Source: an optimization exercise on an open RTL-to-GDS flow (aim: small area, a short achievable clock period and few clock cycles per item). Production flows keep margins and buffers that such runs may drop.
Where RTL was checked, it was by simulation tests only, not by an equivalence proof against the original.
Only the layout flow was run in run 4; the RTL was not checked for function there.
No activity file was given, so power comes from the tool's default toggle rates.

## config.mk

```make
export PLATFORM = sky130hd
export DESIGN_NAME = window_stack_hit_test
export DESIGN_NICKNAME = window_stack_hit_test
export VERILOG_FILES = /design/flow/design.v
export SDC_FILE = /design/flow/constraint.sdc
export NUM_CORES = 4
export LEC_CHECK = 0
export CAP_MARGIN = 30
export CELL_PAD_IN_SITES_DETAIL_PLACEMENT = 2
export CELL_PAD_IN_SITES_GLOBAL_PLACEMENT = 2
export CORE_MARGIN = 2
export CORE_UTILIZATION = 35
export CTS_BUF_LIST = sky130_fd_sc_hd__clkbuf_8
export CTS_CLUSTER_DIAMETER = 50
export CTS_CLUSTER_SIZE = 16
export SETUP_SLACK_MARGIN = 4.32
export SLEW_MARGIN = 20
```

## constraint.sdc

```tcl
create_clock -name core_clock -period 8.0 [get_ports {clk_i}]
set_input_delay 1.6000 -clock core_clock [delete_from_list [all_inputs] [get_ports {clk_i}]]
set_output_delay 1.6000 -clock core_clock [all_outputs]
set_load 0.01 [all_outputs]
```

## design.v

```verilog
package wsh_pkg;
  localparam int MAX_WINDOWS = 16;
  localparam int COORD_BITS  = 12;
  localparam int SLOT_W   = 5;
  localparam int ID_OUT_W = 5;
  localparam int CNT_W    = 5;
  localparam int APB_AW   = 3;
  localparam int APB_DW   = 32;
  localparam int POS_W = $clog2(MAX_WINDOWS + 1);
  localparam logic CMD_LOAD  = 1'b0;
  localparam logic CMD_CLICK = 1'b1;
  localparam logic REG_WINDOW_COUNT = 1'b0;
  typedef logic [COORD_BITS-1:0] coord_t;
  typedef logic [POS_W-1:0]      pos_t;
  typedef struct packed {
    coord_t left;
    coord_t bottom;
    coord_t right;
    coord_t top;
  } rect_t;
  typedef struct packed {
    logic load_we;
    logic point_we;
    logic search_en;
    logic shift_en;
  } wsh_cmd_t;
  localparam logic [2:0] ST_IDLE   = 3'b001;
  localparam logic [2:0] ST_SEARCH = 3'b010;
  localparam logic [2:0] ST_SHIFT  = 3'b100;
endpackage
module wsh_ctrl (
  input  logic                           clk_i,
  input  logic                           rst_ni,
  input  logic                           in_valid_i,
  input  logic                           command_i,
  input  logic                           out_ready_i,
  input  logic                           res_we_i,
  input  logic                           res_hit_i,
  input  logic [wsh_pkg::ID_OUT_W-1:0]   res_id_i,
  output logic                           in_ready_o,
  output logic                           accept_o,
  output logic                           out_valid_o,
  output logic                           hit_o,
  output logic [wsh_pkg::ID_OUT_W-1:0]   window_id_o
);
  localparam int RW = wsh_pkg::ID_OUT_W + 1;
  logic [2:0]    cred_q, cred_d;
  logic          rdy_q;
  logic          take;
  logic [4:0]    v_q, v_d;
  logic [RW-1:0] e0_q, e1_q, e2_q, e3_q, e4_q;
  logic [RW-1:0] e0_d, e1_d, e2_d, e3_d, e4_d;
  logic [4:0]    sv;
  logic [RW-1:0] s0, s1, s2, s3;
  logic [RW-1:0] w;
  assign in_ready_o = rdy_q;
  assign accept_o   = in_valid_i && rdy_q;
  assign take       = v_q[0] && out_ready_i;
  always_comb begin
    cred_d = cred_q;
    if (accept_o && (command_i == wsh_pkg::CMD_CLICK) && !take) cred_d = cred_q + 3'd1;
    if (!(accept_o && (command_i == wsh_pkg::CMD_CLICK)) && take) cred_d = cred_q - 3'd1;
  end
  assign w = {res_hit_i, res_id_i};
  always_comb begin
    if (take) begin
      sv = {1'b0, v_q[4:1]};
      s0 = e1_q;
      s1 = e2_q;
      s2 = e3_q;
      s3 = e4_q;
    end else begin
      sv = v_q;
      s0 = e0_q;
      s1 = e1_q;
      s2 = e2_q;
      s3 = e3_q;
    end
    v_d  = sv;
    e0_d = s0;
    e1_d = s1;
    e2_d = s2;
    e3_d = s3;
    e4_d = e4_q;
    if (res_we_i) begin
      if (!sv[0]) begin
        v_d[0] = 1'b1;
        e0_d   = w;
      end else if (!sv[1]) begin
        v_d[1] = 1'b1;
        e1_d   = w;
      end else if (!sv[2]) begin
        v_d[2] = 1'b1;
        e2_d   = w;
      end else if (!sv[3]) begin
        v_d[3] = 1'b1;
        e3_d   = w;
      end else begin
        v_d[4] = 1'b1;
        e4_d   = w;
      end
    end
  end
  always_ff @(posedge clk_i or negedge rst_ni) begin
    if (!rst_ni) begin
      cred_q <= '0;
      rdy_q  <= 1'b1;
      v_q    <= '0;
    end else begin
      cred_q <= cred_d;
      rdy_q  <= (cred_d < 3'd5);
      v_q    <= v_d;
    end
  end
  always_ff @(posedge clk_i) begin
    e0_q <= e0_d;
    e1_q <= e1_d;
    e2_q <= e2_d;
    e3_q <= e3_d;
    e4_q <= e4_d;
  end
  assign out_valid_o = v_q[0];
  assign hit_o       = e0_q[RW-1];
  assign window_id_o = e0_q[RW-2:0];
endmodule
module wsh_cmp (
  input  logic [4*wsh_pkg::COORD_BITS-1:0] rect_i,
  input  logic [wsh_pkg::COORD_BITS-1:0]   x_i,
  input  logic [wsh_pkg::COORD_BITS-1:0]   y_i,
  output logic                             in_x_o,
  output logic                             in_y_o
);
  localparam int CB = wsh_pkg::COORD_BITS;
  function automatic logic ge(input logic [11:0] a, input logic [11:0] b);
    logic [11:0] g1, q1;
    logic [5:0]  g2, q2;
    logic [2:0]  g3, q3;
    logic        g4;
    g1    = a & ~b;
    q1    = a | ~b;
    g1[0] = a[0] | ~b[0];
    for (int i = 0; i < 6; i++) begin
      g2[i] = g1[2*i+1] | (q1[2*i+1] & g1[2*i]);
      q2[i] = q1[2*i+1] & q1[2*i];
    end
    for (int i = 0; i < 3; i++) begin
      g3[i] = g2[2*i+1] | (q2[2*i+1] & g2[2*i]);
      q3[i] = q2[2*i+1] & q2[2*i];
    end
    g4 = g3[1] | (q3[1] & g3[0]);
    ge = g3[2] | (q3[2] & g4);
  endfunction
  assign in_x_o = ge(x_i, rect_i[4*CB-1:3*CB]) && ge(rect_i[2*CB-1:CB], x_i);
  assign in_y_o = ge(y_i, rect_i[3*CB-1:2*CB]) && ge(rect_i[CB-1:0], y_i);
endmodule
module wsh_dp (
  input  logic                           clk_i,
  input  logic                           rst_ni,
  input  logic                           accept_i,
  input  logic                           command_i,
  input  logic [wsh_pkg::MAX_WINDOWS-1:0] act_i,
  input  logic [wsh_pkg::SLOT_W-1:0]     slot_i,
  input  logic [wsh_pkg::COORD_BITS-1:0] left_i,
  input  logic [wsh_pkg::COORD_BITS-1:0] bottom_i,
  input  logic [wsh_pkg::COORD_BITS-1:0] right_i,
  input  logic [wsh_pkg::COORD_BITS-1:0] top_i,
  input  logic [wsh_pkg::COORD_BITS-1:0] point_x_i,
  input  logic [wsh_pkg::COORD_BITS-1:0] point_y_i,
  output logic                           res_we_o,
  output logic                           hit_o,
  output logic [wsh_pkg::ID_OUT_W-1:0]   window_id_o
);
  localparam int NW = wsh_pkg::MAX_WINDOWS;
  localparam int CB = wsh_pkg::COORD_BITS;
  localparam int RW = 4 * CB;
  logic [NW-1:0][RW-1:0] rect_q;
  logic [NW-1:0][3:0]    perm_x_q;   
  logic [NW-1:0][3:0]    perm_q;
  logic [NW-1:0][3:0]    perm_d;
  logic [NW-1:0][3:0]    idm_q;
  logic                  rv_q;       
  logic                  rf_q;       
  logic [3:0]            re_q;       
  logic          ld_a_q;     
  logic          ck_a_q;     
  logic [3:0]    pos_a_q;    
  logic [RW-1:0] dat_a_q;    
  logic          slot_ok;
  logic          ld_b_q;
  logic          ck_b_q;
  logic [3:0]    pos_b_q;
  logic [RW-1:0] dat_b_q;
  logic [NW-1:0] mx_b_q;     
  logic [NW-1:0] my_b_q;
  logic [CB-1:0] px, py;
  logic [NW-1:0] mx_a, my_a;
  logic          mx_fw, my_fw;
  logic [3:0]    ld_e;
  assign slot_ok = (slot_i >= 1) && (slot_i <= NW);
  always_ff @(posedge clk_i or negedge rst_ni) begin
    if (!rst_ni) begin
      ld_a_q <= 1'b0;
      ck_a_q <= 1'b0;
      ld_b_q <= 1'b0;
      ck_b_q <= 1'b0;
    end else begin
      ld_a_q <= accept_i && (command_i == wsh_pkg::CMD_LOAD) && slot_ok;
      ck_a_q <= accept_i && (command_i == wsh_pkg::CMD_CLICK);
      ld_b_q <= ld_a_q;
      ck_b_q <= ck_a_q;
    end
  end
  always_ff @(posedge clk_i) begin
    pos_a_q <= 4'(slot_i - 5'd1);
    dat_a_q <= (command_i == wsh_pkg::CMD_CLICK) ? {left_i, bottom_i, point_x_i, point_y_i}
                                                 : {left_i, bottom_i, right_i, top_i};
    pos_b_q <= pos_a_q;
    dat_b_q <= dat_a_q;
  end
  assign px = dat_a_q[2*CB-1:CB];
  assign py = dat_a_q[CB-1:0];
  for (genvar e = 0; e < NW; e++) begin : g_cmp
    wsh_cmp u_cmp (
      .rect_i (rect_q[e]),
      .x_i    (px),
      .y_i    (py),
      .in_x_o (mx_a[e]),
      .in_y_o (my_a[e])
    );
  end
  wsh_cmp u_cmp_ld (
    .rect_i (dat_b_q),
    .x_i    (px),
    .y_i    (py),
    .in_x_o (mx_fw),
    .in_y_o (my_fw)
  );
  always_ff @(posedge clk_i) begin
    for (int e = 0; e < NW; e++) begin
      mx_b_q[e] <= (ld_b_q && (ld_e == e)) ? mx_fw : mx_a[e];
      my_b_q[e] <= (ld_b_q && (ld_e == e)) ? my_fw : my_a[e];
    end
  end
  logic [NW-1:0] last;
  logic [NW-1:0] mp;
  logic [NW-1:0] above;
  logic [NW-1:0] upto;
  logic [NW-1:0] shift;
  logic          found;
  logic [3:0]    win;
  always_comb begin
    for (int p = 0; p < NW; p++) begin
      mp[p]   = 1'b0;
      for (int e = 0; e < NW; e++) begin
        mp[p] = mp[p] | (mx_b_q[e] && my_b_q[e] && (perm_q[p] == e));
      end
      mp[p]   = mp[p] && act_i[p];
      last[p] = act_i[p] && ((p == NW - 1) || !act_i[(p + 1) % NW]);
    end
  end
  function automatic logic [4:0] pick(input logic [NW-1:0] m, input logic [NW-1:0][3:0] d);
    logic [7:0][4:0] l1;
    logic [3:0][4:0] l2;
    logic [1:0][4:0] l3;
    for (int i = 0; i < 8; i++) begin
      l1[i] = {m[2*i+1] || m[2*i], m[2*i+1] ? d[2*i+1] : d[2*i]};
    end
    for (int i = 0; i < 4; i++) begin
      l2[i] = {l1[2*i+1][4] || l1[2*i][4], l1[2*i+1][4] ? l1[2*i+1][3:0] : l1[2*i][3:0]};
    end
    for (int i = 0; i < 2; i++) begin
      l3[i] = {l2[2*i+1][4] || l2[2*i][4], l2[2*i+1][4] ? l2[2*i+1][3:0] : l2[2*i][3:0]};
    end
    pick = {l3[1][4] || l3[0][4], l3[1][4] ? l3[1][3:0] : l3[0][3:0]};
  endfunction
  always_comb begin
    {found, win} = pick(mp, perm_q);
    above[NW-1] = 1'b0;
    for (int p = NW - 2; p >= 0; p--) begin
      above[p] = above[p+1] || mp[p+1];
    end
    upto[0] = mp[0];
    for (int p = 1; p < NW; p++) begin
      upto[p] = upto[p-1] || mp[p];
    end
    for (int p = 0; p < NW; p++) begin
      shift[p] = upto[p] && !above[p] && act_i[p] && !last[p];
    end
  end
  always_comb begin
    for (int p = 0; p < NW; p++) begin
      perm_d[p] = perm_q[p];
      if (ck_b_q) begin
        if (last[p] && found) begin
          perm_d[p] = win;
        end else if (shift[p]) begin
          perm_d[p] = perm_q[(p + 1) % NW];
        end
      end
    end
  end
  always_ff @(posedge clk_i or negedge rst_ni) begin
    if (!rst_ni) begin
      for (int p = 0; p < NW; p++) begin
        perm_x_q[p] <= '0;
      end
      rv_q <= 1'b0;
      rf_q <= 1'b0;
    end else begin
      for (int p = 0; p < NW; p++) begin
        perm_x_q[p] <= perm_d[p] ^ 4'(p);
      end
      rv_q <= ck_b_q;
      rf_q <= ck_b_q && found;
    end
  end
  always_ff @(posedge clk_i) begin
    re_q <= win;
  end
  always_comb begin
    for (int p = 0; p < NW; p++) begin
      perm_q[p] = perm_x_q[p] ^ 4'(p);
    end
  end
  assign ld_e = perm_q[pos_b_q];
  for (genvar e = 0; e < NW; e++) begin : g_entry
    always_ff @(posedge clk_i) begin
      if (ld_b_q && (ld_e == e)) begin
        rect_q[e] <= dat_b_q;
      end
    end
    always_ff @(posedge clk_i or negedge rst_ni) begin
      if (!rst_ni) begin
        idm_q[e] <= 4'(e + 1);
      end else if (ld_b_q && (ld_e == e)) begin
        idm_q[e] <= pos_b_q + 4'd1;
      end
    end
  end
  logic [3:0] rid;
  assign rid         = idm_q[re_q];
  assign res_we_o    = rv_q;
  assign hit_o       = rf_q;
  assign window_id_o = rf_q ? {(rid == 4'd0), rid} : 5'd0;
endmodule
module window_stack_hit_test (
  input  logic                                clk_i,
  input  logic                                rst_ni,
  input  logic                                in_valid_i,
  output logic                                in_ready_o,
  input  logic                                command_i,
  input  logic [wsh_pkg::SLOT_W-1:0]          slot_i,
  input  logic [wsh_pkg::COORD_BITS-1:0]      left_i,
  input  logic [wsh_pkg::COORD_BITS-1:0]      bottom_i,
  input  logic [wsh_pkg::COORD_BITS-1:0]      right_i,
  input  logic [wsh_pkg::COORD_BITS-1:0]      top_i,
  input  logic [wsh_pkg::COORD_BITS-1:0]      point_x_i,
  input  logic [wsh_pkg::COORD_BITS-1:0]      point_y_i,
  output logic                                out_valid_o,
  input  logic                                out_ready_i,
  output logic                                hit_o,
  output logic [wsh_pkg::ID_OUT_W-1:0]        window_id_o,
  input  logic                                psel,
  input  logic                                penable,
  input  logic                                pwrite,
  input  logic [wsh_pkg::APB_AW-1:0]          paddr,
  input  logic [wsh_pkg::APB_DW-1:0]          pwdata,
  output logic [wsh_pkg::APB_DW-1:0]          prdata,
  output logic                                pready
);
  localparam int CB = wsh_pkg::COORD_BITS;
  logic [wsh_pkg::CNT_W-1:0] window_count_q;
  logic                      reg_sel;
  logic                      accept;
  logic                      res_we;
  logic                      res_hit;
  logic [wsh_pkg::ID_OUT_W-1:0] res_id;
  assign pready  = 1'b1;
  assign reg_sel = (paddr[wsh_pkg::APB_AW-1] == wsh_pkg::REG_WINDOW_COUNT);
  always_ff @(posedge clk_i or negedge rst_ni) begin
    if (!rst_ni) begin
      window_count_q <= 1;
    end else if (psel && penable && pwrite && reg_sel) begin
      window_count_q <= pwdata[wsh_pkg::CNT_W-1:0];
    end
  end
  assign prdata = reg_sel ? {{(wsh_pkg::APB_DW-wsh_pkg::CNT_W){1'b0}}, window_count_q} : '0;
  logic [wsh_pkg::MAX_WINDOWS-1:0] act_q;
  always_ff @(posedge clk_i or negedge rst_ni) begin
    if (!rst_ni) begin
      act_q <= 1;
    end else if (psel && penable && pwrite && reg_sel) begin
      for (int p = 0; p < wsh_pkg::MAX_WINDOWS; p++) begin
        act_q[p] <= (pwdata[wsh_pkg::CNT_W-1:0] > p);
      end
    end
  end
  wsh_ctrl u_ctrl (
    .clk_i       (clk_i),
    .rst_ni      (rst_ni),
    .in_valid_i  (in_valid_i),
    .command_i   (command_i),
    .out_ready_i (out_ready_i),
    .res_we_i    (res_we),
    .res_hit_i   (res_hit),
    .res_id_i    (res_id),
    .in_ready_o  (in_ready_o),
    .accept_o    (accept),
    .out_valid_o (out_valid_o),
    .hit_o       (hit_o),
    .window_id_o (window_id_o)
  );
  wsh_dp u_dp (
    .clk_i          (clk_i),
    .rst_ni         (rst_ni),
    .accept_i       (accept),
    .command_i      (command_i),
    .act_i          (act_q),
    .slot_i         (slot_i),
    .left_i         (left_i),
    .bottom_i       (bottom_i),
    .right_i        (right_i),
    .top_i          (top_i),
    .point_x_i      (point_x_i),
    .point_y_i      (point_y_i),
    .res_we_o       (res_we),
    .hit_o          (res_hit),
    .window_id_o    (res_id)
  );
endmodule
```

## run.sh

```bash
#!/bin/bash
# synth_recipe.tcl (not shown) runs the flow's synth.tcl, then flattens the netlist and writes it again
# the make line also repeats each setting of config.mk as NAME=value (left out here)
make -C /OpenROAD-flow-scripts/flow DESIGN_CONFIG=/design/flow/config.mk WORK_HOME=/design/flow/orfs CLKGATE_MAP_FILE= SYNTH_SCRIPT=/design/flow/synth_recipe.tcl finish
```

==> results of run 1 <==
==> cell usage after synthesis (43+ instances only) <==
library cell                  n
sky130_fd_sc_hd__nor2b_1    138
sky130_fd_sc_hd__mux2_2      99
sky130_fd_sc_hd__o22ai_1     57
sky130_fd_sc_hd__nor2_1     203
sky130_fd_sc_hd__maj3_1     252
sky130_fd_sc_hd__maj3_2      90
sky130_fd_sc_hd__dfxtp_1    164
sky130_fd_sc_hd__a2111oi_0   47
sky130_fd_sc_hd__nand3_1    110
sky130_fd_sc_hd__a21oi_1    140
sky130_fd_sc_hd__nor3_1      65
sky130_fd_sc_hd__inv_1      247
sky130_fd_sc_hd__edfxtp_1   774
sky130_fd_sc_hd__dfrtp_1    129
sky130_fd_sc_hd__nand2b_1   134
sky130_fd_sc_hd__mux2i_1     62
sky130_fd_sc_hd__nand2_1    200
sky130_fd_sc_hd__o221ai_1    43
sky130_fd_sc_hd__mux4_2      54
sky130_fd_sc_hd__clkbuf_1   184
sky130_fd_sc_hd__o21ai_0    183
==> worst paths after layout <==
| path | to | cells after the start |
|---|---|---|
| max | u_dp.mx_b_q[13] | 14 |
| min | u_dp.dat_b_q[27] | 0 |
| max reg2reg | u_dp.mx_b_q[13] | 14 |
| min reg2reg | u_dp.dat_b_q[27] | 0 |
| max in group asynchronous | asynchronous set/reset pin | 2 |
| min in group asynchronous | u_dp.perm_x_q[8] | 1 |
==> final cells by class <==
cell class / instances / area (sq um)
Sequential cell: 1102 / 30800
Clock buffer: 158 / 2170
Fill cell: 14400 / 83600
Timing Repair inverter: 2 / 16.3
Antenna cell: 3 / 7.51
Tap cell: 1917 / 2400
Multi-Input combinational cell: 2560 / 20900
Clock inverter: 105 / 1160
Inverter: 261 / 1100
Timing Repair Buffer: 340 / 3640
==> cell families after synthesis <==
kind of cell    after synthesis
compound gates              940
xor+xnor                      7
fa+ha+maj                   347
buf+inv                     523
flops                      1102
mux                         217
other cells                   2
simple gates               1020
==> state kept, by name (all words and copies together), names as in the netlist, 3 cells and up, named ones only <==
name / cells
u_dp.mx_b_q: 16
u_dp.perm_x_q: 32
u_ctrl.e0_q: 6
u_ctrl.e2_q: 6
u_dp.dat_a_q: 48
window_count_q: 5
u_dp.re_q: 4
u_dp.my_b_q: 16
u_ctrl.v_q: 5
u_ctrl.e4_q: 6
u_ctrl.e3_q: 6
u_dp.pos_a_q: 4
u_dp.dat_b_q: 48
act_q: 16
u_ctrl.e1_q: 6
u_dp.rect_q: 768
u_dp.idm_q: 64
u_dp.pos_b_q: 4
u_ctrl.cred_q: 3
==> layer usage <==
metal / wire length (um) / global-route usage / share of wire
met4: 4290 / 0.0642 / 0.024
met1: 84200 / 0.327 / 0.47
met5: 12 / 0 / 0.000067
met3: 5570 / 0.0300 / 0.031
met2: 85700 / 0.385 / 0.48
==> power by group <==
part	switching, uW	leakage, uW	internal, uW
Sequential	914	0.0103	6700
Combinational	2550	0.00972	2100
Clock	2440	0.00171	2490
==> repair_timing <==
| action | CTS | global route |
|---|---|---|
| pin swaps | 125 | 197 |
| setup buffers | 89 | 38 |
| endpoints found under the setup margin | 768 | 117 |
| resized for setup | 463 | 287 |
| gates cloned | 9 | 4 |
==> per-stage QoR <==
stage / worst slack [ns] / area (sq um) / total power, uW / instances
final: 4.15 / 62200 / 17200 / 6448
after global routing: 4.07 / 62200 / 18000 / 6447
after CTS: 4.06 / 60500 / 17000 / 6403
after floorplan: 4.00 / 51600 / 9670 / 4184
after detailed placement: 2.90 / 54800 / 11300 / 6042
after global placement: 2.90 / 54600 / 11200 / 6033
==> results.py, run 1 <==
metrics = {
    "grt": {
        "grt_use_total": 0.235,
        "grt_start_max_net_pins": 136,
        "antenna_found_initial": 5,
        "grt_pass1_wl_um": 265000,
        "vias_in_the_first_global_route": 38600,
        "grt_overflow_total": 0,
    },
    "worst_setup_path": {
        "worst-r2r-setup-slack_ns": 4.15,
        "worstSetupStartpoint": "u_dp.dat_a_q[12]",
        "setup.worst_path.end_class": "flip-flop",
        "worst_r2r_startpoint": "u_dp.dat_a_q[12]",
        "path_cells": "buf_6, buf_12, buf_12, nor2b_4, maj3_2, maj3_2, maj3_2, maj3_2, maj3_2, maj3_2, maj3_2, maj3_2, nor3b_4, o32ai_4",
        "largest_fanout_on_the_critical_path": 5,
        "critPathLaunchType": "flip-flop",
        "path_delay_family": "adder cells",
        "critical-path-slowest-cell": "sky130_fd_sc_hd__maj3_2",
        "cpMostUsedCell": "sky130_fd_sc_hd__maj3_2",
        "worst-setup-path-type": "flip-flop to flip-flop",
        "critical_path.n_buffers_inverters": 3,
        "timing.critical_path.arrival_ns": 4.58,
        "required_ns": 8.73,
        "critical-path-max-stage-delay_ns": 0.37,
    },
    "detailed_routing": {
        "drt-total-wl_um": 180000,
        "drc": 0,
        "routed_via_density": 5.63,
        "num_vias": 36300,
        "drt_pass1_iterations": 5,
        "avg_wl_per_cell_um": 27.9,
        "route.antenna.remaining_nets": 0,
        "drt_iter0_markers": 2242,
    },
    "synth": {
        "syn_avg_cell_area_sq_um": 12.4,
        "post_synth_mux_area_share": 0.0579,
        "synth-main-ff-cell": "sky130_fd_sc_hd__edfxtp_1",
        "synthTopCellsByArea": "sky130_fd_sc_hd__edfxtp_1 45%, sky130_fd_sc_hd__dfxtp_1 6.4%, sky130_fd_sc_hd__dfrtp_1 6.3%",
        "count_of_different_cell_masters_after_synthesis": 102,
        "synth_top_family_by_area": "compound AO/OA/AOI/OAI gates",
        "synth_enable_flop_cells": 774,
        "post_synth_fa_ha_maj_area_fraction": 0.0700,
        "seq_area_frac_synth": 0.597,
        "synth_compound_gate_area_share": 0.130,
        "synth.top_cell.area_share": 0.452,
        "count_of_warnings_emitted_by_yosys": 4,
        "mappedNetlistArea_sq_um": 51400,
        "synthSimpleGateAreaFrac": 0.103,
        "syn-instance-count": 4158,
        "synthDominantAreaCellType": "sky130_fd_sc_hd__edfxtp_1",
        "synth.ff_latch_count": 1102,
        "post_synth_xor_area_fraction": 0.00119,
        "postSynth.asyncResetShare": 0.149,
    },
    "timing": {
        "timing.final.crit_period_ns": 3.85,
        "final-hold-violation-count": 0,
        "grt_setup_unrepaired": "yes",
        "final.setup.tns_ns": 0,
        "fin_worst_hold_slack_ns": 0.317,
        "slew_headroom": 0.342,
        "report.final.slew_viol_count": 0,
        "setup_viol_count_final": 0,
        "timing.clock.skew_ns": 0.0616,
        "worst_slew_pin_slew_ns": 0.986,
        "finalCritPeriodShare": 0.481,
        "max_freq_mhz": 260,
    },
    "layout": {
        "layout.cells.most_common_list": "774 x sky130_fd_sc_hd__edfxtp_1, 253 x sky130_fd_sc_hd__inv_1, 204 x sky130_fd_sc_hd__maj3_2",
        "syn2layout_area_growth_pct": 20.9,
        "nets": 4533,
        "drive_above_1_share": 0.276,
        "layout_commonest_cell": "sky130_fd_sc_hd__edfxtp_1",
        "final_util": 0.427,
    },
    "placement": {
        "final_estimated_routing_congestion_in_global_placement": 0.845,
        "port-buffer-count": 103,
        "dpl.hpwl_um": 113000,
    },
    "clock_tree": {
        "cts.htree.levels": 4,
        "clkLatencyLatePin_ns": 0.89,
        "tritoncts": "yes",
        "cts-root-buf": "sky130_fd_sc_hd__clkbuf_8",
        "worst_setup_hold_path_clk_slew_ns": 0.09,
        "numClockSinks": 1102,
        "clock_tree.buffer_depth": 3,
        "cts-hold-fix-buffers": 0,
        "num_cts_buffers": 141,
    },
    "floorplan": {
        "floorplan.rows": 140,
        "core_sq_um": 146000,
        "io_pins": 161,
        "start_util": 0.353,
        "die-area_sq_um": 150000,
        "die_y_um": 387,
        "chipWidth_um": 387,
    },
    "min_path": {
        "class_of_the_tightest_hold_or_removal_check": "flip-flop to flip-flop",
        "worst_hold_startpoint": "u_dp.dat_a_q[27]",
    },
    "pwr": {
        "cellPowerDensity_nw_per_um2": 277,
        "static-leakage-power_uw": 0.0218,
        "power.ir.vdd_worst_uv": 191,
    },
    "run_status": {
        "outcome": "complete, no violations",
    },
    "run": {
        "maxCapViolCount": 0,
    },
}
Testbench counts, summed over its fixed seeds: cycles 9,632, items 9,600.
==> run 2, diff against run 1 <==
--- a/config.mk
+++ b/config.mk
@@ -13,5 +13,5 @@
 export CTS_BUF_LIST = sky130_fd_sc_hd__clkbuf_8
 export CTS_CLUSTER_DIAMETER = 50
 export CTS_CLUSTER_SIZE = 16
-export SETUP_SLACK_MARGIN = 4.32
+export SETUP_SLACK_MARGIN = 4.18
 export SLEW_MARGIN = 20
==> run 2 against run 1 <==
  * Non-clock buffer count shrank 74
  * Largest cell class unchanged
  * Still clean on timing, DRC and antenna
  * Register-to-register slack gained 0.02 ns
  * Worst setup slack gained 0.016 ns
  * Largest power group unchanged
  * Sequential cell count is the same
  * Wire length shrank 1.8%
  * First-iteration DRC count shrank 2.6%
  * Clock power shrank 3%
  * Global-route usage shrank 0.49 points
  * Count of clock-buffer cells in the layout shrank 6
  * Critical path depth shrank 1
  * Sequential share of layout area grew 1.6 points
==> results.py, run 2 <==
metrics = {
    "run_status": {
        "outcome": "complete, no violations",
    },
    "timing": {
        "finalCritPeriodShare": 0.479,
        "crit_path_setup_slack_layout_ns": 4.17,
        "timing.final.crit_period_ns": 3.83,
        "timing.clock.skew_ns": 0.0773,
        "slew_headroom": 0.355,
        "fin_worst_hold_slack_ns": 0.321,
        "max_freq_mhz": 261,
        "report.final.slew_viol_count": 0,
        "final.setup.tns_ns": 0,
        "worst_slew_pin_slew_ns": 0.965,
        "setup_viol_count_final": 0,
        "final-hold-violation-count": 0,
        "grt_setup_unrepaired": "yes",
    },
    "synth": {
        "count_of_warnings_emitted_by_yosys": 4,
        "synth-main-ff-cell": "sky130_fd_sc_hd__edfxtp_1",
        "synthDominantAreaCellType": "sky130_fd_sc_hd__edfxtp_1",
        "mappedNetlistArea_sq_um": 51400,
        "yosys.cell_count.top_type": "sky130_fd_sc_hd__edfxtp_1",
        "syn_avg_cell_area_sq_um": 12.4,
        "synth.top_cell.area_share": 0.452,
        "synth.ff_latch_count": 1102,
        "postSynth.asyncResetShare": 0.149,
        "syn-instance-count": 4158,
        "count_of_different_cell_masters_after_synthesis": 102,
        "synthTopCellsByArea": "sky130_fd_sc_hd__edfxtp_1 45%, sky130_fd_sc_hd__dfxtp_1 6.4%, sky130_fd_sc_hd__dfrtp_1 6.3%",
        "netlist_top_cells_count": "774 x sky130_fd_sc_hd__edfxtp_1, 252 x sky130_fd_sc_hd__maj3_1, 247 x sky130_fd_sc_hd__inv_1",
        "synth_enable_flop_cells": 774,
        "seq_area_frac_synth": 0.597,
    },
    "pwr": {
        "power.sequential.fraction": 0.457,
        "switching_power_uw": 5750,
        "power.ir.vdd_worst_uv": 203,
        "clock_power_share": 0.288,
        "cellInternalPower_uw": 10900,
        "power_switching_share": 0.346,
        "static-leakage-power_uw": 0.0209,
        "cellPowerDensity_nw_per_um2": 276,
        "part_of_the_total_power_dissipated_in_combinational_logic": 0.255,
    },
    "placement": {
        "final_estimated_routing_congestion_in_global_placement": 0.842,
        "dpl.hpwl_um": 113000,
        "dp_worst_setup_slack_ns": 2.97,
        "port-buffer-count": 103,
    },
    "worst_setup_path": {
        "largest_fanout_on_the_critical_path": 7,
        "critPathLaunchType": "flip-flop",
        "critical-path-slowest-cell": "sky130_fd_sc_hd__mux4_2",
        "timing.reg2reg.worst_path_depth": 13,
        "worst-setup-path-type": "flip-flop to flip-flop",
        "worst-r2r-setup-slack_ns": 4.17,
        "path_cells": "and2_2, mux4_2, mux4_2, a31oi_4, or2b_4, buf_4, nor2_1, a2111o_1, a41oi_4, o31ai_4, buf_2, buf_4, a221o_1",
        "timing.critical_path.arrival_ns": 4.61,
        "critical-path-max-stage-delay_ns": 0.53,
        "required_ns": 8.77,
        "worstSetupStartpoint": "u_dp.mx_b_q[1]",
        "setup.worst_path.end_class": "flip-flop",
        "worst_r2r_startpoint": "u_dp.mx_b_q[1]",
    },
    "grt": {
        "grt_start_max_net_pins": 124,
        "vias_in_the_first_global_route": 38400,
        "grt_overflow_total": 0,
        "antenna_found_initial": 5,
        "grt_use_total": 0.230,
        "grt_pass1_wl_um": 259000,
    },
    "clock_tree": {
        "worst_setup_hold_path_clk_slew_ns": 0.09,
        "cts.htree.levels": 4,
        "num_cts_buffers": 143,
        "cts-hold-fix-buffers": 0,
        "clock_tree.buffer_depth": 3,
        "cts-root-buf": "sky130_fd_sc_hd__clkbuf_8",
        "tritoncts": "yes",
        "clkLatencyLatePin_ns": 0.91,
        "numClockSinks": 1102,
    },
    "floorplan": {
        "chipWidth_um": 387,
        "floorplan.rows": 140,
        "die_y_um": 387,
        "core_sq_um": 146000,
        "io_pins": 161,
        "die-area_sq_um": 150000,
        "start_util": 0.353,
    },
    "detailed_routing": {
        "avg_wl_per_cell_um": 27.7,
        "routed_via_density": 5.64,
        "drt-total-wl_um": 177000,
        "route.antenna.remaining_nets": 0,
        "drt_iter0_markers": 2183,
        "drt_pass1_iterations": 5,
        "drc": 0,
        "num_vias": 36000,
    },
    "layout": {
        "registers_with_the_highest_flip_flop_counts": "u_dp.rect_q (768), u_dp.idm_q (64)",
        "largest_register_ffs": 768,
        "registers.top_by_ff_count": "u_dp.rect_q",
        "filler_cells": 14700,
        "layout.cells.most_common_list": "774 x sky130_fd_sc_hd__edfxtp_1, 256 x sky130_fd_sc_hd__inv_1, 221 x sky130_fd_sc_hd__maj3_1",
        "drive_above_1_share": 0.221,
        "multi_input_area_sq_um": 19900,
        "syn2layout_area_growth_pct": 17.0,
        "nets": 4463,
        "seq_area_sq_um": 30800,
        "layout_commonest_cell": "sky130_fd_sc_hd__edfxtp_1",
    },
    "min_path": {
        "class_of_the_tightest_hold_or_removal_check": "flip-flop to flip-flop",
    },
    "run": {
        "maxCapViolCount": 0,
    },
}
## run 2: changes by cell type in the layout (fill, tap and decap cells not counted), sizes merged
cell      change
buf          -79
bufbuf        +1
bufinv        -2
clkbuf        -2
clkinv        +5
clkinvlp      -6
inv           +8
nor2          +2
or3b          +1
## run 2: repair_timing
item	in CTS	in global routing
gates cloned	8	6
setup buffers	31	22
gates resized for setup	237	204
pin swaps	32	78
setup endpoints to repair	916	116
## run 2: cell type report
type                            count  area share
Multi-Input combinational cell   2563       0.331
Timing Repair Buffer              266      0.0465
Sequential cell                  1102       0.512
Inverter                          261      0.0176
Clock buffer                      152      0.0348
Clock inverter                    111      0.0189
Antenna cell                        3    0.000125
Tap cell                         1917      0.0399
Timing Repair inverter              1    0.000146
## run 2: power by group through the flow
stage	logic (uW)	registers (uW)	clock network, uW
floorplan	2570	7100	0
global placement	3510	7670	0
detailed placement	3600	7690	0
CTS	3970	7580	4960
global route	4570	7690	5170
finish	4250	7600	4780
## run 2: critical path, delay by kind of cell, from the launching register on
kind | cells | cell delay (ns)
AND/OR/NAND/NOR | 3 | 0.51
flip-flops | 1 | 0.40
buffers and inverters | 3 | 0.52
multiplexers | 2 | 0.99
AO/OA/AOI/OAI | 5 | 1.33
## run 2: through the flow
stage / util / std cells / power [uW] / cell area (sq um)
floorplan: - / 4184 / 9670 / 51600
global placement: 0.375 / 6033 / 11200 / 54600
detailed placement: 0.376 / 6042 / 11300 / 54700
CTS: 0.406 / 6344 / 16500 / 59100
global route: 0.413 / 6376 / 17400 / 60100
finish: 0.413 / 6376 / 16600 / 60100
## run 2: cell families after synthesis
family,after synthesis,share of synthesized area
buf+inv,523,0.0416
fa+ha+maj,347,0.0700
other cells,2,0.000146
simple gates,1020,0.103
xor+xnor,7,0.00119
compound gates,940,0.130
flops,1102,0.597
mux,217,0.0579
## run 2: how the worst min path moves through the flow
stage	slack [ns]	depth (start not counted)	endpoint	start
2_1_floorplan	0.31	0	u_dp.dat_b_q[24]	u_dp.dat_a_q[24]
3_3_place_gp	0.31	0	u_dp.dat_b_q[30]	u_dp.dat_a_q[30]
3_5_place_dp	0.31	0	u_dp.dat_b_q[41]	u_dp.dat_a_q[41]
4_1_cts	0.32	0	u_dp.dat_b_q[47]	u_dp.dat_a_q[47]
5_1_grt	0.31	0	u_dp.dat_b_q[47]	u_dp.dat_a_q[47]
6_report	0.32	0	u_dp.dat_b_q[47]	u_dp.dat_a_q[47]
## run 2: routing by layer
metal / share of wire / track usage / up-vias
li1: - / - / 16100
met4: 0.028 / 0.0695 / 2
met5: 0.000045 / 0 / -
met3: 0.034 / 0.0291 / 276
met2: 0.47 / 0.377 / 687
met1: 0.46 / 0.317 / 18900
==> run 3, diff against run 2 <==
--- a/config.mk
+++ b/config.mk
@@ -9,7 +9,7 @@
 export CELL_PAD_IN_SITES_DETAIL_PLACEMENT = 2
 export CELL_PAD_IN_SITES_GLOBAL_PLACEMENT = 2
 export CORE_MARGIN = 2
-export CORE_UTILIZATION = 35
+export CORE_UTILIZATION = 30
 export CTS_BUF_LIST = sky130_fd_sc_hd__clkbuf_8
 export CTS_CLUSTER_DIAMETER = 50
 export CTS_CLUSTER_SIZE = 16
==> run 3 against run 2 <==
  * Power is 0.56% lower
  * Combinational power increased by 1%
  * Wire length shrank 0.49%
  * Register-to-register slack worse by 0.02 ns
  * Global-route usage shrank 3.1 points
==> results.py, run 3 <==
metrics = {
    "run_status": {
        "outcome": "complete, no violations",
    },
    "detailed_routing": {
        "drt-total-wl_um": 176000,
        "route.antenna.remaining_nets": 0,
        "avg_wl_per_cell_um": 26.3,
        "num_vias": 36000,
        "drt_pass1_iterations": 5,
        "drt_iter0_markers": 2305,
        "drc": 0,
        "routed_via_density": 5.39,
    },
    "timing": {
        "timing.final.crit_period_ns": 3.85,
        "setup_viol_count_final": 0,
        "final.setup.tns_ns": 0,
        "final-hold-violation-count": 0,
        "report.final.slew_viol_count": 0,
        "worst_slew_pin_slew_ns": 1.01,
        "fin_worst_hold_slack_ns": 0.327,
        "finalCritPeriodShare": 0.481,
        "max_freq_mhz": 260,
        "slew_headroom": 0.323,
        "timing.clock.skew_ns": 0.0631,
        "crit_path_setup_slack_layout_ns": 4.15,
        "grt_setup_unrepaired": "yes",
    },
    "floorplan": {
        "chipWidth_um": 418,
        "start_util": 0.303,
        "core_sq_um": 170000,
        "die_y_um": 418,
        "io_pins": 161,
        "die-area_sq_um": 175000,
        "floorplan.rows": 151,
    },
    "pwr": {
        "power_switching_share": 0.356,
        "switching_power_uw": 5880,
        "power.sequential.fraction": 0.459,
        "cellInternalPower_uw": 10700,
        "cellPowerDensity_nw_per_um2": 274,
        "power.ir.vdd_worst_uv": 177,
        "static-leakage-power_uw": 0.0208,
        "part_of_the_total_power_dissipated_in_combinational_logic": 0.260,
        "clock_power_share": 0.280,
    },
    "synth": {
        "synth-main-ff-cell": "sky130_fd_sc_hd__edfxtp_1",
        "synthTopCellsByArea": "sky130_fd_sc_hd__edfxtp_1 45%, sky130_fd_sc_hd__dfxtp_1 6.4%, sky130_fd_sc_hd__dfrtp_1 6.3%",
        "yosys.cell_count.top_type": "sky130_fd_sc_hd__edfxtp_1",
        "syn-instance-count": 4158,
        "postSynth.asyncResetShare": 0.149,
        "count_of_different_cell_masters_after_synthesis": 102,
        "mappedNetlistArea_sq_um": 51400,
        "seq_area_frac_synth": 0.597,
        "syn_avg_cell_area_sq_um": 12.4,
        "netlist_top_cells_count": "774 x sky130_fd_sc_hd__edfxtp_1, 252 x sky130_fd_sc_hd__maj3_1, 247 x sky130_fd_sc_hd__inv_1",
        "synthDominantAreaCellType": "sky130_fd_sc_hd__edfxtp_1",
        "synth.ff_latch_count": 1102,
        "count_of_warnings_emitted_by_yosys": 4,
        "synth_enable_flop_cells": 774,
        "synth.top_cell.area_share": 0.452,
    },
    "placement": {
        "dp_worst_setup_slack_ns": 2.78,
        "final_estimated_routing_congestion_in_global_placement": 0.853,
        "dpl-instance-area_sq_um": 55200,
        "dpl.hpwl_um": 112000,
        "port-buffer-count": 103,
    },
    "clock_tree": {
        "cts-root-buf": "sky130_fd_sc_hd__clkbuf_8",
        "worst_setup_hold_path_clk_slew_ns": 0.09,
        "cts-hold-fix-buffers": 0,
        "cts.htree.levels": 4,
        "numClockSinks": 1102,
        "clock_tree.buffer_depth": 3,
        "tritoncts": "yes",
        "clkLatencyLatePin_ns": 0.91,
        "num_cts_buffers": 140,
    },
    "worst_setup_path": {
        "path_cells": "nand2_4, mux4_2, mux4_2, a21bo_2, and2_1, a222oi_1, a221o_1, a21o_1, buf_12, clkinvlp_4, a221o_1",
        "critical-path-max-stage-delay_ns": 0.54,
        "setup.worst_path.end_class": "flip-flop",
        "worst-r2r-setup-slack_ns": 4.15,
        "timing.reg2reg.worst_path_depth": 11,
        "required_ns": 8.76,
        "critical-path-slowest-cell": "sky130_fd_sc_hd__mux4_2",
        "critPathLaunchType": "flip-flop",
        "worst_r2r_startpoint": "u_dp.mx_b_q[15]",
        "largest_fanout_on_the_critical_path": 15,
        "worst-setup-path-type": "flip-flop to flip-flop",
        "timing.critical_path.arrival_ns": 4.61,
        "worstSetupStartpoint": "u_dp.mx_b_q[15]",
    },
    "grt": {
        "grt_start_max_net_pins": 87,
        "grt_use_total": 0.199,
        "grt_overflow_total": 0,
        "grt_pass1_wl_um": 260000,
        "antenna_found_initial": 3,
        "vias_in_the_first_global_route": 37900,
    },
    "layout": {
        "layout_commonest_cell": "sky130_fd_sc_hd__edfxtp_1",
        "registers_with_the_highest_flip_flop_counts": "u_dp.rect_q (768), u_dp.idm_q (64)",
        "registers.top_by_ff_count": "u_dp.rect_q",
        "layout.cells.most_common_list": "774 x sky130_fd_sc_hd__edfxtp_1, 251 x sky130_fd_sc_hd__inv_1, 222 x sky130_fd_sc_hd__maj3_1",
        "nets": 4469,
        "syn2layout_area_growth_pct": 17.5,
        "finalInstanceArea_sq_um": 60400,
        "drive_above_1_share": 0.220,
        "largest_register_ffs": 768,
    },
    "min_path": {
        "worst_hold_startpoint": "u_dp.dat_a_q[35]",
        "class_of_the_tightest_hold_or_removal_check": "flip-flop to flip-flop",
    },
    "run": {
        "maxCapViolCount": 0,
    },
}
==> run 3: stage by stage <==
step	util	power, uW	instances
6_report	0.356	16500	6677
5_1_grt	0.356	17300	6675
4_1_cts	0.350	16500	6640
3_5_place_dp	0.325	11400	6349
3_3_place_gp	0.324	11300	6339
2_1_floorplan	-	9670	4184
==> run 3: worst max-delay path, delay by kind of cell (launching register included) <==
family	cells	cell delay (ns)
AOI/OAI and AO/OA	5	1.46
muxes	2	1.02
buffers and inverters	2	0.36
and+or+nand+nor	2	0.37
DFF	1	0.46
==> run 3: how the worst min path moves through the flow <==
stage                                  end  slack, ns  cells after the start
after global placement    u_dp.dat_b_q[30]       0.31                      0
after global routing      u_dp.dat_b_q[45]       0.34                      0
after detailed placement  u_dp.dat_b_q[45]       0.31                      0
after CTS                 u_dp.dat_b_q[25]       0.33                      0
after floorplan           u_dp.dat_b_q[24]       0.31                      0
final                     u_dp.dat_b_q[35]       0.33                      0
==> run 3: routing by layer <==
| metal | wire length [um] | part of all wire | global-route usage | up-vias |
|---|---|---|---|---|
| met4 | 4590 | 0.026 | 0.0596 | 0 |
| met5 | 0 | 0 | 0 | - |
| met3 | 5900 | 0.034 | 0.0246 | 238 |
| li1 | - | - | - | 16100 |
| met2 | 82900 | 0.47 | 0.324 | 659 |
| met1 | 82400 | 0.47 | 0.275 | 19000 |
==> run 3: cell families (layout without fill, tap and decap cells) <==
kind of cell / count (synthesis) / count (layout) / synth area share
flops: 1102 / 1102 / 0.597
fa+ha+maj: 347 / 347 / 0.0700
simple gates: 1020 / 1025 / 0.103
buf+inv: 523 / 789 / 0.0416
xor+xnor: 7 / 7 / 0.00119
mux: 217 / 217 / 0.0579
other cells: 2 / 31 / 0.000146
compound gates: 940 / 941 / 0.130
==> run 3: timing repair <==
item                       4_1_cts  5_1_grt
resized for setup              249      197
gates cloned                     9        1
setup endpoints to repair      880      104
pin swaps                       33       61
buffers inserted                28       32
==> run 3: power by group through the flow <==
| stage | clock (uW) | sequential (uW) | combinational (uW) |
|---|---|---|---|
| floorplan | 0 | 7100 | 2570 |
| global placement | 0 | 7650 | 3600 |
| detailed placement | 0 | 7670 | 3680 |
| CTS | 4800 | 7570 | 4100 |
| global route | 5020 | 7670 | 4600 |
| finish | 4640 | 7590 | 4310 |
==> run 3: final cells by class <==
type | count | area (sq um)
clock buffers | 148 | 2040
clock inverters | 106 | 1010
inverters | 261 | 1070
repair buffers | 274 | 2830
fillers | 17500 | 109000
multi-input cells | 2565 | 19900
flip-flops and latches | 1102 | 30800
well taps | 2218 | 2780
diodes | 3 | 7.51
==> run 4, diff against run 3 <==
--- a/design.v
+++ b/design.v
@@ -127,8 +127,7 @@
   input  logic [4*wsh_pkg::COORD_BITS-1:0] rect_i,
   input  logic [wsh_pkg::COORD_BITS-1:0]   x_i,
   input  logic [wsh_pkg::COORD_BITS-1:0]   y_i,
-  output logic                             in_x_o,
-  output logic                             in_y_o
+  output logic                             in_o
 );
   localparam int CB = wsh_pkg::COORD_BITS;
   function automatic logic ge(input logic [11:0] a, input logic [11:0] b);
@@ -150,8 +149,8 @@
     g4 = g3[1] | (q3[1] & g3[0]);
     ge = g3[2] | (q3[2] & g4);
   endfunction
-  assign in_x_o = ge(x_i, rect_i[4*CB-1:3*CB]) && ge(rect_i[2*CB-1:CB], x_i);
-  assign in_y_o = ge(y_i, rect_i[3*CB-1:2*CB]) && ge(rect_i[CB-1:0], y_i);
+  assign in_o = ge(x_i, rect_i[4*CB-1:3*CB]) && ge(rect_i[2*CB-1:CB], x_i)
+             && ge(y_i, rect_i[3*CB-1:2*CB]) && ge(rect_i[CB-1:0], y_i);
 endmodule
 module wsh_dp (
   input  logic                           clk_i,
@@ -174,13 +173,12 @@
   localparam int CB = wsh_pkg::COORD_BITS;
   localparam int RW = 4 * CB;
   logic [NW-1:0][RW-1:0] rect_q;
-  logic [NW-1:0][3:0]    perm_x_q;   
   logic [NW-1:0][3:0]    perm_q;
-  logic [NW-1:0][3:0]    perm_d;
-  logic [NW-1:0][3:0]    idm_q;
+  logic [NW-1:0][3:0]    idp_q;
+  logic [NW-1:0]         sh_q;       
+  logic [NW-1:0]         hs_q;       
+  logic                  fd_q;       
   logic                  rv_q;       
-  logic                  rf_q;       
-  logic [3:0]            re_q;       
   logic          ld_a_q;     
   logic          ck_a_q;     
   logic [3:0]    pos_a_q;    
@@ -190,11 +188,12 @@
   logic          ck_b_q;
   logic [3:0]    pos_b_q;
   logic [RW-1:0] dat_b_q;
-  logic [NW-1:0] mx_b_q;     
-  logic [NW-1:0] my_b_q;
+  logic [NW-1:0] m_b_q;      
+  logic [NW-1:0] fws_q;      
+  logic          mfw_q;      
   logic [CB-1:0] px, py;
-  logic [NW-1:0] mx_a, my_a;
-  logic          mx_fw, my_fw;
+  logic [NW-1:0] m_a;
+  logic          m_fw;
   logic [3:0]    ld_e;
   assign slot_ok = (slot_i >= 1) && (slot_i <= NW);
   always_ff @(posedge clk_i or negedge rst_ni) begin
@@ -224,57 +223,75 @@
       .rect_i (rect_q[e]),
       .x_i    (px),
       .y_i    (py),
-      .in_x_o (mx_a[e]),
-      .in_y_o (my_a[e])
+      .in_o   (m_a[e])
     );
   end
   wsh_cmp u_cmp_ld (
     .rect_i (dat_b_q),
     .x_i    (px),
     .y_i    (py),
-    .in_x_o (mx_fw),
-    .in_y_o (my_fw)
+    .in_o   (m_fw)
   );
   always_ff @(posedge clk_i) begin
+    m_b_q <= m_a;
+    mfw_q <= m_fw;
     for (int e = 0; e < NW; e++) begin
-      mx_b_q[e] <= (ld_b_q && (ld_e == e)) ? mx_fw : mx_a[e];
-      my_b_q[e] <= (ld_b_q && (ld_e == e)) ? my_fw : my_a[e];
+      fws_q[e] <= ld_b_q && (ld_e == e);
     end
   end
-  logic [NW-1:0] last;
-  logic [NW-1:0] mp;
-  logic [NW-1:0] above;
-  logic [NW-1:0] upto;
-  logic [NW-1:0] shift;
-  logic          found;
-  logic [3:0]    win;
+  logic [NW-1:0]      last;
+  logic [NW-1:0]      topw;
+  logic [3:0]         pw;
+  logic [3:0]         iw;
+  logic [NW-1:0][3:0] perm_c;
+  logic [NW-1:0][3:0] idp_c;
   always_comb begin
+    pw = '0;
+    iw = '0;
     for (int p = 0; p < NW; p++) begin
-      mp[p]   = 1'b0;
-      for (int e = 0; e < NW; e++) begin
-        mp[p] = mp[p] | (mx_b_q[e] && my_b_q[e] && (perm_q[p] == e));
-      end
-      mp[p]   = mp[p] && act_i[p];
       last[p] = act_i[p] && ((p == NW - 1) || !act_i[(p + 1) % NW]);
+      topw[p] = last[p] && fd_q;
+      pw      = pw | (hs_q[p] ? perm_q[p] : 4'd0);
+      iw      = iw | (hs_q[p] ? idp_q[p] : 4'd0);
+    end
+    for (int p = 0; p < NW; p++) begin
+      if (topw[p]) begin
+        perm_c[p] = pw;
+        idp_c[p]  = iw;
+      end else if (sh_q[p]) begin
+        perm_c[p] = perm_q[(p + 1) % NW];
+        idp_c[p]  = idp_q[(p + 1) % NW];
+      end else begin
+        perm_c[p] = perm_q[p];
+        idp_c[p]  = idp_q[p];
+      end
     end
   end
-  function automatic logic [4:0] pick(input logic [NW-1:0] m, input logic [NW-1:0][3:0] d);
-    logic [7:0][4:0] l1;
-    logic [3:0][4:0] l2;
-    logic [1:0][4:0] l3;
-    for (int i = 0; i < 8; i++) begin
-      l1[i] = {m[2*i+1] || m[2*i], m[2*i+1] ? d[2*i+1] : d[2*i]};
+  logic [NW-1:0] m_e;
+  logic [NW-1:0] ml;
+  logic          tophit;
+  logic [NW-1:0] mp;
+  logic [NW-1:0] above;
+  logic [NW-1:0] upto;
+  logic          found;
+  always_comb begin
+    for (int e = 0; e < NW; e++) begin
+      m_e[e] = fws_q[e] ? mfw_q : m_b_q[e];
     end
-    for (int i = 0; i < 4; i++) begin
-      l2[i] = {l1[2*i+1][4] || l1[2*i][4], l1[2*i+1][4] ? l1[2*i+1][3:0] : l1[2*i][3:0]};
+    tophit = 1'b0;
+    for (int p = 0; p < NW; p++) begin
+      ml[p]  = m_e[perm_q[p]];
+      tophit = tophit | (hs_q[p] && ml[p]);
     end
-    for (int i = 0; i < 2; i++) begin
-      l3[i] = {l2[2*i+1][4] || l2[2*i][4], l2[2*i+1][4] ? l2[2*i+1][3:0] : l2[2*i][3:0]};
+    for (int p = 0; p < NW; p++) begin
+      if (topw[p]) begin
+        mp[p] = tophit;
+      end else if (sh_q[p]) begin
+        mp[p] = ml[(p + 1) % NW] && act_i[p];
+      end else begin
+        mp[p] = ml[p] && act_i[p];
+      end
     end
-    pick = {l3[1][4] || l3[0][4], l3[1][4] ? l3[1][3:0] : l3[0][3:0]};
-  endfunction
-  always_comb begin
-    {found, win} = pick(mp, perm_q);
     above[NW-1] = 1'b0;
     for (int p = NW - 2; p >= 0; p--) begin
       above[p] = above[p+1] || mp[p+1];
@@ -283,65 +300,54 @@
     for (int p = 1; p < NW; p++) begin
       upto[p] = upto[p-1] || mp[p];
     end
-    for (int p = 0; p < NW; p++) begin
-      shift[p] = upto[p] && !above[p] && act_i[p] && !last[p];
-    end
+    found = upto[NW-1];
   end
-  always_comb begin
-    for (int p = 0; p < NW; p++) begin
-      perm_d[p] = perm_q[p];
-      if (ck_b_q) begin
-        if (last[p] && found) begin
-          perm_d[p] = win;
-        end else if (shift[p]) begin
-          perm_d[p] = perm_q[(p + 1) % NW];
-        end
+  always_ff @(posedge clk_i or negedge rst_ni) begin
+    if (!rst_ni) begin
+      sh_q <= '0;
+      hs_q <= '0;
+      fd_q <= 1'b0;
+      rv_q <= 1'b0;
+    end else begin
+      for (int p = 0; p < NW; p++) begin
+        sh_q[p] <= ck_b_q && upto[p] && !above[p] && act_i[p] && !last[p];
+        hs_q[p] <= ck_b_q && mp[p] && !above[p];
       end
+      fd_q <= ck_b_q && found;
+      rv_q <= ck_b_q;
     end
   end
   always_ff @(posedge clk_i or negedge rst_ni) begin
     if (!rst_ni) begin
       for (int p = 0; p < NW; p++) begin
-        perm_x_q[p] <= '0;
+        perm_q[p] <= 4'(p);
+        idp_q[p]  <= 4'(p + 1);
       end
-      rv_q <= 1'b0;
-      rf_q <= 1'b0;
     end else begin
+      perm_q <= perm_c;
       for (int p = 0; p < NW; p++) begin
-        perm_x_q[p] <= perm_d[p] ^ 4'(p);
+        idp_q[p] <= (ld_b_q && (pos_b_q == p)) ? pos_b_q + 4'd1 : idp_c[p];
       end
-      rv_q <= ck_b_q;
-      rf_q <= ck_b_q && found;
     end
   end
-  always_ff @(posedge clk_i) begin
-    re_q <= win;
-  end
-  always_comb begin
-    for (int p = 0; p < NW; p++) begin
-      perm_q[p] = perm_x_q[p] ^ 4'(p);
-    end
-  end
-  assign ld_e = perm_q[pos_b_q];
+  assign ld_e = perm_c[pos_b_q];
   for (genvar e = 0; e < NW; e++) begin : g_entry
     always_ff @(posedge clk_i) begin
       if (ld_b_q && (ld_e == e)) begin
         rect_q[e] <= dat_b_q;
       end
     end
-    always_ff @(posedge clk_i or negedge rst_ni) begin
-      if (!rst_ni) begin
-        idm_q[e] <= 4'(e + 1);
-      end else if (ld_b_q && (ld_e == e)) begin
-        idm_q[e] <= pos_b_q + 4'd1;
-      end
-    end
   end
   logic [3:0] rid;
-  assign rid         = idm_q[re_q];
+  always_comb begin
+    rid = '0;
+    for (int p = 0; p < NW; p++) begin
+      rid = rid | (hs_q[p] ? idp_q[p] : 4'd0);
+    end
+  end
   assign res_we_o    = rv_q;
-  assign hit_o       = rf_q;
-  assign window_id_o = rf_q ? {(rid == 4'd0), rid} : 5'd0;
+  assign hit_o       = fd_q;
+  assign window_id_o = fd_q ? {(rid == 4'd0), rid} : 5'd0;
 endmodule
 module window_stack_hit_test (
   input  logic                                clk_i,
--- a/config.mk
+++ b/config.mk
@@ -9,9 +9,7 @@
 export CELL_PAD_IN_SITES_DETAIL_PLACEMENT = 2
 export CELL_PAD_IN_SITES_GLOBAL_PLACEMENT = 2
 export CORE_MARGIN = 2
-export CORE_UTILIZATION = 30
+export CORE_UTILIZATION = 35
 export CTS_BUF_LIST = sky130_fd_sc_hd__clkbuf_8
-export CTS_CLUSTER_DIAMETER = 50
-export CTS_CLUSTER_SIZE = 16
-export SETUP_SLACK_MARGIN = 4.18
+export SETUP_SLACK_MARGIN = 4.3
 export SLEW_MARGIN = 20
==> run 4 against run 3 <==
  * Register-to-register slack got worse by 0.39 ns
  * Power fell by 1.9%
  * Worst setup slack got worse by 0.39 ns
==> results.py, run 4 <==
metrics = {
    "layout": {
        "syn2layout_area_growth_pct": 29.1,
        "filler_cells": 14600,
        "largest_register_ffs": 768,
        "layout.cells.most_common_list": "774 x sky130_fd_sc_hd__edfxtp_1, 298 x sky130_fd_sc_hd__maj3_1, 275 x sky130_fd_sc_hd__nand2_1",
        "registers_with_the_highest_flip_flop_counts": "u_dp.rect_q (768), u_dp.idp_q (64), u_dp.perm_q (64)",
        "registers.top_by_ff_count": "u_dp.rect_q",
        "layout_commonest_cell": "sky130_fd_sc_hd__edfxtp_1",
        "drive_above_1_share": 0.291,
        "nets": 4810,
    },
    "worst_setup_path": {
        "worst-setup-path-type": "flip-flop to flip-flop",
        "setup.worst_path.end_class": "flip-flop",
        "worst_r2r_startpoint": "u_dp.hs_q[1]",
        "largest_fanout_on_the_critical_path": 7,
        "timing.reg2reg.worst_path_depth": 16,
        "rr_endpoint": "u_dp.rect_q[466]",
        "worst-r2r-setup-slack_ns": 3.76,
        "required_ns": 8.68,
        "critPathLaunchType": "flip-flop",
        "timing.critical_path.arrival_ns": 4.92,
        "path_cells": "a22o_1, a221oi_2, nand4_1, buf_4, clkbuf_16, nor2_1, a21oi_1, mux4_2, mux4_2, buf_4, nand3b_1, buf_6, nor2_4, buf_12, buf_12, buf_12",
        "cpMostUsedCell": "sky130_fd_sc_hd__buf_12",
        "critical-path-slowest-cell": "sky130_fd_sc_hd__mux4_2",
        "critical-path-max-stage-delay_ns": 0.61,
    },
    "placement": {
        "dp_worst_setup_slack_ns": 2.38,
        "final_estimated_routing_congestion_in_global_placement": 0.892,
        "dpl.hpwl_um": 127000,
        "port-buffer-count": 103,
    },
    "floorplan": {
        "start_util": 0.352,
        "io_pins": 161,
        "die-area_sq_um": 153000,
        "chipWidth_um": 392,
        "floorplan.rows": 142,
        "core_sq_um": 149000,
        "die_y_um": 392,
    },
    "synth": {
        "count_of_different_cell_masters_after_synthesis": 107,
        "synth-main-ff-cell": "sky130_fd_sc_hd__edfxtp_1",
        "synth_enable_flop_cells": 774,
        "synth.ff_latch_count": 1131,
        "synth.top_cell.area_share": 0.442,
        "syn_avg_cell_area_sq_um": 12.8,
        "mappedNetlistArea_sq_um": 52600,
        "synthTopCellsByArea": "sky130_fd_sc_hd__edfxtp_1 44%, sky130_fd_sc_hd__maj3_1 8.0%, sky130_fd_sc_hd__dfrtp_1 6.1%",
        "count_of_warnings_emitted_by_yosys": 4,
        "seq_area_frac_synth": 0.599,
        "postSynth.asyncResetShare": 0.173,
        "yosys.cell_count.top_type": "sky130_fd_sc_hd__edfxtp_1",
        "syn-instance-count": 4093,
        "netlist_top_cells_count": "774 x sky130_fd_sc_hd__edfxtp_1, 420 x sky130_fd_sc_hd__maj3_1, 286 x sky130_fd_sc_hd__nand2_1",
        "synthDominantAreaCellType": "sky130_fd_sc_hd__edfxtp_1",
    },
    "clock_tree": {
        "tritoncts": "yes",
        "clkLatencyLatePin_ns": 0.96,
        "cts.htree.levels": 4,
        "numClockSinks": 1131,
        "worst_setup_hold_path_clk_slew_ns": 0.06,
        "cts-root-buf": "sky130_fd_sc_hd__clkbuf_8",
        "num_cts_buffers": 205,
        "clock_tree.buffer_depth": 3,
    },
    "detailed_routing": {
        "num_vias": 39500,
        "avg_wl_per_cell_um": 32.3,
        "routed_via_density": 5.74,
        "drt-total-wl_um": 223000,
        "drt_iter0_markers": 2989,
        "drt_pass1_iterations": 5,
        "route.antenna.remaining_nets": 0,
        "drc": 0,
    },
    "timing": {
        "timing.final.crit_period_ns": 4.24,
        "report.final.slew_viol_count": 0,
        "final.setup.tns_ns": 0,
        "grt_setup_unrepaired": "yes",
        "setup_viol_count_final": 0,
        "finalCritPeriodShare": 0.530,
        "slew_headroom": 0.273,
        "crit_path_setup_slack_layout_ns": 3.76,
        "worst_slew_pin_slew_ns": 1.09,
        "timing.clock.skew_ns": 0.0684,
        "final-hold-violation-count": 0,
        "max_freq_mhz": 236,
    },
    "pwr": {
        "power.ir.vdd_worst_uv": 148,
        "static-leakage-power_uw": 0.0237,
        "switching_power_uw": 5150,
        "cellInternalPower_uw": 11100,
        "cellPowerDensity_nw_per_um2": 239,
        "part_of_the_total_power_dissipated_in_combinational_logic": 0.192,
        "clock_power_share": 0.346,
        "power_switching_share": 0.318,
        "power.sequential.fraction": 0.462,
    },
    "grt": {
        "grt_use_total": 0.273,
        "grt_overflow_total": 0,
        "vias_in_the_first_global_route": 41500,
        "antenna_found_initial": 12,
        "grt_start_max_net_pins": 108,
        "grt_pass1_wl_um": 302000,
    },
    "min_path": {
        "worst_hold_startpoint": "u_dp.dat_a_q[43]",
        "timing.hold.worst_endpoint": "u_dp.dat_b_q[43]",
        "class_of_the_tightest_hold_or_removal_check": "flip-flop to flip-flop",
        "min_delay_path_depth": 0,
    },
    "run_status": {
        "outcome": "complete, no violations",
    },
    "run": {
        "maxCapViolCount": 0,
    },
}
## run 4: power groups by stage
stage | sequential (uW) | clock, uW | combinational (uW)
floorplan | 7210 | 0 | 1680
detailed placement | 7580 | 0 | 2450
CTS | 7470 | 5710 | 2860
global route | 7530 | 5980 | 3330
finish | 7490 | 5610 | 3110
global placement | 7570 | 0 | 2380
## run 4: worst max-delay path, delay by kind of cell, from the launching register on
family                 cells  cell delay [ns]
and+or+nand+nor            4             0.62
buffers and inverters      7             1.14
DFF                        1             0.57
AOI/OAI and AO/OA          3             0.51
muxes                      2             1.12
## run 4: layout make-up
type,count,area [sq um],area share
Antenna cell,8,20.0,0.000295
Timing Repair Buffer,623,7800,0.115
Inverter,131,539,0.00795
Clock buffer,249,3430,0.0505
Multi-Input combinational cell,2590,21200,0.313
Tap cell,2016,2520,0.0372
Sequential cell,1131,31500,0.465
Clock inverter,141,759,0.0112
## run 4: logic make-up (layout without fill, tap and decap cells)
kind of cell	Yosys count	in the layout	share of synthesized area
other	2	37	0.000143
AO/OA/AOI/OAI	861	861	0.113
flip-flops	1131	1131	0.599
AND/OR/NAND/NOR	944	951	0.0907
buffers and inverters	408	1144	0.0344
XOR/XNOR	5	5	0.000833
multiplexers	303	305	0.0780
adder cells (fa/ha/maj)	439	439	0.0843
## run 4: metal layers
layer | part of all wire | GRT usage | vias up
met5 | 0.000058 | 0 | -
met4 | 0.057 | 0.137 | 2
met3 | 0.047 | 0.0405 | 468
met2 | 0.49 | 0.461 | 1308
met1 | 0.40 | 0.341 | 20900
li1 | - | - | 16900
## run 4: worst max path at each step
stage / startpoint / end / cells after the start
5_1_grt: u_dp.hs_q[1] / u_dp.rect_q[177] / 16
3_3_place_gp: u_dp.hs_q[1] / u_dp.rect_q[547] / 10
4_1_cts: u_dp.hs_q[1] / u_dp.rect_q[688] / 13
6_report: u_dp.hs_q[1] / u_dp.rect_q[466] / 16
3_5_place_dp: u_dp.fd_q / u_dp.rect_q[464] / 11
2_1_floorplan: u_dp.perm_q[23] / u_dp.rect_q[100] / 12
## run 4: through the flow
step | area [sq um] | cells | total power [uW] | util | hold slack [ns]
floorplan | 53000 | 4120 | 8880 | - | 0.310
global placement | 56100 | 6097 | 9950 | 0.376 | 0.310
detailed placement | 56300 | 6106 | 10000 | 0.377 | 0.313
CTS | 64800 | 6739 | 16000 | 0.434 | 0.310
global route | 67800 | 6888 | 16800 | 0.454 | 0.330
finish | 67800 | 6889 | 16200 | 0.454 | 0.313
## run 4: timing repair
| item | CTS | global route |
|---|---|---|
| gates resized for setup | 455 | 315 |
| gates cloned | 43 | 45 |
| hold buffers | 0 | 0 |
| endpoints found under the setup margin | 839 | 833 |
| pin swaps | 80 | 137 |
| setup buffers | 200 | 96 |

==> afterwards: timing with drivers on the ports <==
The results above use ideal ports. As a check the final layouts listed here were re-extracted and re-timed, cells and wires unchanged.
Step 1: set_driving_cell puts a clkbuf_16 on clk_i and a buf_2 on each other input, an assumption about the parent block.
Step 2 also shifts input and output timing later by t, the mid clock arrival at the registers, as if the neighbouring blocks saw the same clock.
Three values: ideal ports, drivers, drivers and shift; two values: the first two.
| run | shift t [ns] | slack for setup (ns) | hold slack, ns | worst data-port slew with drivers (ns) | pins driven straight from the clock port |
|---|---|---|---|---|---|
| run 1 | 0.937 | 4.150 / 4.150 / 4.150 | 0.317 / 0.317 / 0.317 | 0.06 | 1 |
| run 2 | 0.947 | 4.166 / 4.166 / 4.166 | 0.321 / 0.321 / 0.321 | 0.05 | 1 |
| run 3 | 0.968 | 4.149 / 4.149 / 4.149 | 0.327 / 0.327 / 0.327 | 0.07 | 1 |
| run 4 | 1.000 | 3.758 / 3.758 / 3.758 | 0.313 / 0.313 / 0.313 | 0.04 | 1 |
After both steps setup and hold are still met in every run listed.
